Background: an optimization exercise with open tools, aiming at small area, a short achievable clock period and few clock cycles. Do not read the settings as production practice.
Function was checked by simulation only, so behaviour that the tests miss may differ from the original.

Setup of main:
// dcache_ctrl
module dcache_ctrl #(
  parameter int LINES = 16
) (
  input  logic         clk_i,
  input  logic         rst_i,
  input  logic         cpu_req_i,
  input  logic         cpu_we_i,
  input  logic [31:0]  cpu_addr_i,
  input  logic [31:0]  cpu_data_i,
  output logic [31:0]  cpu_data_o,
  output logic         cpu_stall_o,
  output logic         mem_req_o,
  output logic         mem_we_o,
  output logic [31:0]  mem_addr_o,
  output logic [127:0] mem_data_o,
  input  logic [127:0] mem_data_i,
  input  logic         mem_ack_i,
  output logic [31:0]  hit_cnt_o,
  output logic [31:0]  miss_cnt_o
);
  localparam int IDX_W = $clog2(LINES);
  localparam int TAG_W = 28 - IDX_W;
  logic [LINES-1:0] valid;
  logic [LINES-1:0] dirty;
  logic [TAG_W-1:0] tag_arr  [LINES];
  logic [127:0]     data_arr [LINES];
  logic             lb_vld;
  logic [27:0]      lb_addr;
  logic [127:0]     lb_data;
  logic             mreq;
  logic             mwe;
  logic [1:0]       cpu_off;
  logic [IDX_W-1:0] cpu_idx;
  logic [TAG_W-1:0] cpu_tag;
  logic [1:0]       unused_addr;
  logic [LINES-1:0] dec;
  logic [3:0]       word_sel;
  logic [127:0]     line;
  logic [TAG_W-1:0] line_tag;
  logic             line_v;
  logic             line_vd;
  logic             arr_hit;
  logic             lb_hit;
  logic             lookup;
  logic             refill;
  logic             store_hit;
  logic [127:0]     wdata;
  logic [31:0]      rdata;
  logic [3:0]       sel_lb;
  logic [3:0]       sel_mem;
  assign cpu_off     = cpu_addr_i[3:2];
  assign cpu_idx     = cpu_addr_i[4+IDX_W-1:4];
  assign cpu_tag     = cpu_addr_i[31:4+IDX_W];
  assign unused_addr = cpu_addr_i[1:0];
  always_comb begin
    for (int i = 0; i < LINES; i++) dec[i] = (cpu_idx == i[IDX_W-1:0]);
    for (int w = 0; w < 4; w++) word_sel[w] = (cpu_off == w[1:0]);
  end
  always_comb begin
    line     = '0;
    line_tag = '0;
    line_v   = 1'b0;
    line_vd  = 1'b0;
    for (int i = 0; i < LINES; i++) begin
      line     = line | (data_arr[i] & {128{dec[i]}});
      line_tag = line_tag | (tag_arr[i] & {TAG_W{dec[i]}});
      line_v   = line_v | (dec[i] & valid[i]);
      line_vd  = line_vd | (dec[i] & valid[i] & dirty[i]);
    end
  end
  ...
clock: 6.0 ns
lec_check: 0
cap_margin: 20
core_margin: 2
core_utilization: 50
cts_cluster_diameter: 80
cts_cluster_size: 20
setup_slack_margin: 3
slew_margin: 20
synth_hierarchical: 1
synth_minimum_keep_size: 0
tns_end_percent: 0
standard.sh (not shown) runs the stock make flow with config.mk's settings and CLKGATE_MAP_FILE= SYNTH_SCRIPT=/design/flow/synth_recipe.tcl, a recipe that flattens the netlist after the stock synthesis.
==> flow/flow/run.sh <==
#!/bin/bash
# Standard layout, with plain buffers on the ports, free cell sizing in timing repair
# and each data bit's ports placed together (flow/io.tcl).
set -euo pipefail
here=$(pwd)
bash standard.sh MATCH_CELL_FOOTPRINT=0 \
  "BUFFER_PORTS_ARGS=-buffer_cell sky130_fd_sc_hd__buf_1" \
  "PRE_IO_PLACEMENT_TCL=$here/flow/io.tcl" \
  finish > make_flow.log 2>&1
==> flow/flow/io.tcl <==
# Keep each data bit's ports together: the CPU word bit, its four line bits on both
# memory buses and the store bit, so the short read and write paths stay short.
for {set i 0} {$i < 32} {incr i} {
  set pins [list "cpu_data_o\[$i\]" "cpu_data_i\[$i\]"]
  for {set w 0} {$w < 4} {incr w} {
    set b [expr {32 * $w + $i}]
    lappend pins "mem_data_i\[$b\]" "mem_data_o\[$b\]"
  }
  set_io_pin_constraint -group -order -pin_names $pins
}
Testbench counts of main, summed over its fixed seeds: cycles 12,282.
The inputs of the feature branch differ from those of main as listed below.
Settings: CORE_UTILIZATION changed from 50 to 60.
==> comparison <==
- End of the critical path = mem_addr_o[26]: main; end of the critical path = cpu_data_o[14]: the feature branch
- Delta (the feature branch minus main): combined global-route utilization of all metal layers now sits higher; worst supply voltage drop on vdd increased 9.2%.
- Growth of design area from synthesis to finish in the feature branch is 2.5 points below main.
- NOTE: setup slack after placement in the feature branch falls short of that of main
- Compared with main, in the feature branch fmax lower, final cell count lower.

-- separate check: timing with driven ports --
Ports are ideal in the flow. The routed layouts listed here were re-timed in OpenROAD. Step 1 assumes that a clkbuf_16 drives the clock port and a buf_2 every other input. Step 2 also shifts input and output timing later by t, the mid clock arrival at the registers, as if the neighbouring blocks saw the same clock. a / b / c = ideal / step 1 / step 2; a / b = the first two.
run	shift t [ns]	setup WS [ns]	hold WS [ns]	latest minus earliest clock arrival (ns)
main	0.921	2.177 / 2.009 / 1.302	0.383 / 0.342 / 0.493	0.041 / 0.041
the feature branch	0.913	1.990 / 1.759 / 1.221	0.427 / 0.370 / 0.496	0.031 / 0.031
After both steps setup and hold are still met in every run listed. The setup slack of main, which loses most, moves by -0.168 ns with the drivers and by -0.875 ns with both steps.
